From an optimization exercise on the open Yosys and OpenROAD flow, aimed at a short achievable clock period and few clock cycles per item; shortcuts taken in it are not production practice. In this exercise RTL edits were held to simulation tests only and were not proved equivalent to the original. Power figures rest on the tool's default switching activity, not on a simulated workload.

## flow/design.v (module list and top-level ports; edited modules follow where they fit)
// module apid_mul_pi: 122 lines
// module apid_mul_x: 96 lines
// module apid_mul_q: 77 lines
// module apid_mul_d: 188 lines
// module apid_mul_kd: 26 lines
// module accumulating_pid_controller: 317 lines
module accumulating_pid_controller (
  input  logic                 clk,
  input  logic                 rst_n,
  input  logic                 in_valid,
  output logic                 in_ready,
  input  logic [89:0]          in_data,
  output logic                 out_valid,
  input  logic                 out_ready,
  output logic [64:0]          out_data,
  input  logic                 cfg_valid,
  output logic                 cfg_ready,
  input  logic [CFG_IDX_W-1:0] cfg_index,
  input  logic [DATA_W-1:0]    cfg_data
);
  // ...
==> flow/run.sh <==
#!/bin/bash
# synth_recipe.tcl (not shown) runs the flow's synth.tcl, then flattens the netlist and writes it again
# the make line also repeats each setting of config.mk as NAME=value (left out here)
make -C /OpenROAD-flow-scripts/flow DESIGN_CONFIG=/design/flow/config.mk WORK_HOME=/design/flow/orfs CLKGATE_MAP_FILE= SYNTH_SCRIPT=/design/flow/synth_recipe.tcl finish
==> flow/config.mk <==
export PLATFORM = sky130hd
export DESIGN_NAME = accumulating_pid_controller
export DESIGN_NICKNAME = accumulating_pid_controller
export VERILOG_FILES = /design/flow/design.v
export SDC_FILE = /design/flow/constraint.sdc
export NUM_CORES = 4
export LEC_CHECK = 0
export CAP_MARGIN = 20
export CORE_MARGIN = 2
export CORE_UTILIZATION = 40
export SLEW_MARGIN = 20
==> flow/constraint.sdc <==
create_clock -name core_clock -period 13.0 [get_ports {clk}]
set_input_delay 2.6000 -clock core_clock [delete_from_list [all_inputs] [get_ports {clk}]]
set_output_delay 2.6000 -clock core_clock [all_outputs]
set_load 0.01 [all_outputs]
==> metrics.md, run 1 <==
| Metric | Value |
|---|---|
| Status | complete, no violations |
| DRT antenna net count | 0 |
| FF+latch count | 8999 |
| Port Buffers | 196 |
| Number of global-route vias before repair | 381000 |
| CTS Sinks | 8999 |
| Setup bufs post-CTS | 0 |
| MaxCap Viol Count | 0 |
| Leading cell kind | multi-input combinational cells |
| Fraction of area in multi-input gates | 51.1% |
| Total Power | 0.167 W |
| Synth top area share | 25.2% |
| Die Area | 1370000 sq um |
| Relative slew slack | 15.8% |
| Worst min path class | flop to flop |
| Top Registers | mem: 2080 flops, rc: 576 flops, dt7s: 405 flops |
| Fill cells | 128000 |
| Drt wl/cell | 23.6 um |
| Number of flip-flops in the largest register | 2080 |
| Peak-usage layer in the global routing report | met2 |
| P_seq | 0.0411 W |
| Slew Limit Fails | 0 |
| Clock Power | 0.0308 W |
| Total congestion overflow | 0 |
| Final worst-path cycle share | 49.4% |
| Synth Area per Inst | 10.4 sq um |
| Setup WS pre-CTS | 6730 ps |
| Combinational power | 0.0951 W |
| R2r endpoint | acc_r[22] |
| Sequential cell area | 202000 sq um |
| Final non-clock buffer share | 1.05% |
| Total CTS buffers | 1106 |
| Placer congestion estimate | 0.920 |
| I/O pin count | 198 |
| Final-layout clock buffer total | 1433 |
| Vias/cell | 5.30 |
Testbench counts, summed over its fixed seeds: cycles 2,584, items 2,400.
==> run 2: changes to the inputs <==
==> flow/flow/run.sh (new file) <==
#!/bin/bash
set -euo pipefail
bash standard.sh SETUP_SLACK_MARGIN=8.5 finish > standard_make.log 2>&1
==> flow/standard.sh (new file) <==
#!/bin/bash
# synth_recipe.tcl (not shown) runs the flow's synth.tcl, then flattens the netlist and writes it again
# the make line also repeats each setting of config.mk as NAME=value (left out here)
make -C /OpenROAD-flow-scripts/flow DESIGN_CONFIG=/design/flow/config.mk WORK_HOME=/design/flow/orfs CLKGATE_MAP_FILE= SYNTH_SCRIPT=/design/flow/synth_recipe.tcl "${@:-finish}"
removed: flow/run.sh
==> metrics.md, run 2 <==
| Metric | Value |
|---|---|
| Status | complete, no violations (unchanged) |
| Fill cells | 128000 (about the same) |
| Clock-pin slew on the worst setup and hold paths | 60 ps (about the same) |
| Die width | 1170 um (unchanged) |
| Crit start category | flop (unchanged) |
| Sequential share of power | 24.2% (was 24.6%) |
| Post-Synth Adder-Cell Area | 27.3% (unchanged) |
| Worst EP required | 14090 ps (was 14070 ps) |
| Relative slew slack | 13.7% (was 15.8%) |
| I/O pin count | 198 (unchanged) |
| Initial antenna violation count | 180 (was 174) |
| Number of flip-flops in the largest register | 2080 (unchanged) |
| Final Hold Viols | 0 (unchanged) |
| Sw Share | 44.3% (about the same) |
| # setup viols final | 0 (unchanged) |
| Commonest non-fill, non-tap cells in the layout | inv_1 (7317), dfxtp_1 (6607), fa_1 (4908) (was inv_1 (7333), dfxtp_1 (6687), fa_1 (4914)) |
| Port Buffers | 196 (unchanged) |
| Net Sw Power | 0.0752 W (was 0.0739 W) |
| Critical Path Source | acc_r[0] (unchanged) |
| Max H-tree Level | 7 (unchanged) |
| Post-Syn Area | 543000 sq um (unchanged) |
| Fmax | 197 MHz (was 156 MHz) |
| Mux contribution to synthesized area | 4.24% (unchanged) |
| Final TNS setup | 0 ps (unchanged) |
| Top reg by flops | mem (unchanged) |
| Max Root-Sink Buffers | 6 (unchanged) |
| Share of post-route cells with drive strength above 1 | 9.47% (was 7.69%) |
| Post-synth EDFFs | 2145 (unchanged) |
| Met3 Usage GRT | 3.60% (was 3.56%) |
| Post-synth top cells | inv_1 (7334), dfxtp_1 (6854), fa_1 (4914), ha_1 (3975), nand2_1 (3872) (unchanged) |
| Synth Area per Inst | 10.4 sq um (unchanged) |
| Final WL | 1680000 um (was 1670000 um) |
| Max Fanout on Critical Path | 7 (was 28) |
| Critical path arrival | 6160 ps (was 7500 ps) |
| Cell count after synthesis | 52000 (unchanged) |
| Core ar. | 1360000 sq um (unchanged) |
| Starting DRC count in detailed routing | 30900 (was 30600) |
| Worst-Margin Slew | 1290 ps (was 1260 ps) |
| CTS tree | done (unchanged) |
| Drt wl/cell | 23.7 um (was 23.6 um) |
| Final worst-path cycle share | 39.0% (was 49.4%) |
| Synth top area share | 25.2% (unchanged) |
| Simple-gate share of the synthesized area | 11.2% (unchanged) |
| P&R area growth vs syn | 11.8% (was 10.6%) |
| P per Cell Area | 279 nW/um^2 (was 278 nW/um^2) |
| Nets@finish | 61000 (was 60800) |
| M2 GR Usage | 39.4% (was 39.1%) |
| Gr usage total | 24.0% (was 23.9%) |
| Combinational Power Share | 57.6% (was 57.0%) |
| Yosys reg bits | 8999 (unchanged) |
| Total CTS buffers | 1106 (unchanged) |
| Reg2Reg Launch Point | acc_r[0] (unchanged) |
| DP Wirelength | 1210000 um (unchanged) |
| DRT antenna net count | 0 (unchanged) |
| Internal power | 0.0945 W (was 0.0930 W) |
| Min Clock Period, post-route | 5060 ps (was 6430 ps) |
| Most common cell after layout, fill and taps aside | inv_1 (unchanged) |
| Row count | 428 (unchanged) |
| Placer congestion estimate | 0.920 (unchanged) |
| Die height | 1170 um (unchanged) |
| Synth cell types | 101 (unchanged) |
| Post-synth top flop | dfxtp_1 (unchanged) |
| Number of global-route vias before repair | 383000 (was 381000) |
| Hold Buf Count CTS | 0 (unchanged) |
| CTS Sinks | 8999 (unchanged) |
| Top Registers | mem: 2080 flops, rc: 576 flops, dt7s: 405 flops (unchanged) |
| Starting density of the core | 40.1% (unchanged) |
| Clk network pwr share | 18.2% (was 18.4%) |
| Leakage Power | 269 nW (was 267 nW) |
| First-pass GRT wire length | 2490000 um (was 2480000 um) |
| Post-synth top area cell | dfxtp_1 (unchanged) |
| Xor and xnor fraction of the mapped netlist area | 3.16% (unchanged) |
| Clock Tree Root | clkbuf_16 (unchanged) |
| Total congestion overflow | 0 (unchanged) |
| Clk latency of the worst-skew pair | 1330 ps (about the same) |
| Die Area | 1370000 sq um (unchanged) |
| Async set or reset register ratio after synthesis | 0% (unchanged) |
| Hold_sp | pmag[9] (unchanged) |
| YS warnings | 7 (unchanged) |
| Synth top area cells | dfxtp_1 (25%), fa_1 (18%), edfxtp_1 (12%), ha_1 (9.2%), inv_1 (5.1%) (unchanged) |
| Mapped Nets | 61100 (unchanged) |
| RSZ-0062 raised after global routing | true (was false) |
| Vias/cell | 5.31 (was 5.30) |
| Largest net degree at the start of global routing | 187 (unchanged) |
| Drt first pass iters | 6 (unchanged) |
| MaxCap Viol Count | 0 (unchanged) |
| Slew Limit Fails | 0 (unchanged) |
| Compound-Gate Fraction of Synth Area | 10.4% (unchanged) |
| Worst Skew | 151 ps (was 150 ps) |
| Largest family of logic cells by synthesized area | adder cells (unchanged) |
| Peak-usage layer in the global routing report | met2 (unchanged) |
| Met1 Track Usage GR | 32.3% (about the same) |
| Remaining DRCs | 0 (unchanged) |
| CP Capture Type | flop (unchanged) |
| Register area share after synthesis | 37.1% (unchanged) |
| WS Path Type | flop to flop (unchanged) |
| Peak supply drop | 0.390 mV (was 0.377 mV) |
| DR vias | 376000 (was 374000) |
| Worst min path class | flop to flop (unchanged) |
| Count leader, synth | inv_1 (unchanged) |
| Total Power | 0.170 W (was 0.167 W) |
-- run 2: cell counts after synthesis --
No cell type changed its count.
-- run 2: logic make-up (layout without fill, tap and decap cells) --
logic type      after synthesis  after routing
mux                        1412           1412
flops                      8999           8999
compound gates             9169           9174
simple gates              12100          12100
xor+xnor                   1956           1956
other cells                   1             70
buf+inv                    9512          10200
fa+ha+maj                  8898           8898
-- run 2: final timing paths --
kind                     to  slack (ps)  depth (start not counted)
setup reg to reg  acc_r[22]        7940                         19
setup / recovery  acc_r[22]        7940                         19
hold reg to reg    pmag[41]         220                          0
hold / removal     pmag[41]         220                          0
-- run 2: stage by stage --
| stage | hold slack, ps | utilization [%] | cells | cell area, sq um | setup WS [ps] |
|---|---|---|---|---|---|
| floorplan | 310 | - | 52000 | 543000 | -2720 |
| global placement | 310 | 41.7 | 68700 | 565000 | 6680 |
| detailed placement | 312 | 41.7 | 68700 | 565000 | 6730 |
| CTS | 224 | 44.6 | 70700 | 605000 | 7990 |
| global route | 217 | 44.8 | 70800 | 608000 | 7750 |
| finish | 217 | 44.8 | 70900 | 608000 | 7940 |
-- run 2: metal layers --
metal | routed length (um) | up-vias
li1 | - | 171000
met1 | 713000 | 189000
met2 | 777000 | 12900
met3 | 118000 | 3231
met4 | 72000 | 32
met5 | 218 | -
-- run 2: worst max-delay path, stage by stage, from the launching register on --
cell and delay [ps]:
dfxtp_4 360, ha_4 160, fa_2 550, ha_1 220, a31o_2 240, a21o_1 170
a21o_1 180, a21o_1 210, a2111oi_0 590, o211ai_1 270, a21oi_2 270, o211ai_1 140
a221o_1 360, nand2_2 90, a32oi_4 120, buf_12 160, buf_6 110, buf_12 140
mux2i_2 150, a2111oi_2 340
-- run 2: power groups by stage --
| stage | clock network [W] | registers, W | logic [W] |
|---|---|---|---|
| floorplan | 0 | 0.0385 | 0.0655 |
| global placement | 0 | 0.0415 | 0.0937 |
| detailed placement | 0 | 0.0416 | 0.0947 |
| CTS | 0.0314 | 0.0410 | 0.0970 |
| global route | 0.0324 | 0.0415 | 0.110 |
| finish | 0.0308 | 0.0411 | 0.0978 |
-- run 2: area by class of cell --
cell class	instances	area, sq um	area share, %
antenna	69	173	0.0284
clock buffer	1433	30900	5.09
clock inverter	431	4770	0.786
inverter	7337	27600	4.53
multi-input combinational	33500	311000	51.1
sequential	8999	202000	33.2
tap	18100	22600	3.72
timing repair buffer	997	8960	1.47
-- run 2: what timing repair did --
item	CTS	global route
gates resized for setup	996	468
setup buffers	132	97
endpoints found under the setup margin	716	584
cloned	15	8
pin swaps	241	186

-- re-timing with driven ports --
The flow's constraints put no driver on any port. The routed layouts listed below were extracted and timed again, unchanged, in two steps. Step 1 sets driving cells, clkbuf_16 on the clock port and buf_2 on the other inputs (assumed; they add their load-dependent delay and slew). Step 2 times the ports against the registers' clock, not the clock port: input delays grow and output delays shrink by t, the midpoint of the rising clock arrivals with the driver on. a / b / c = ideal / step 1 / step 2; a / b = the first two.
run | t (ns) | slack for setup (ns) | pins driven straight from the clock port
run 1 | 1.417 | 6.573 / 6.573 / 6.573 | 1
run 2 | 1.449 | 7.935 / 7.935 / 7.558 | 1
After both steps every run listed still meets setup and hold. The setup slack of run 2, which loses most, moves by 0.000 ns with the drivers and by -0.377 ns with both steps.
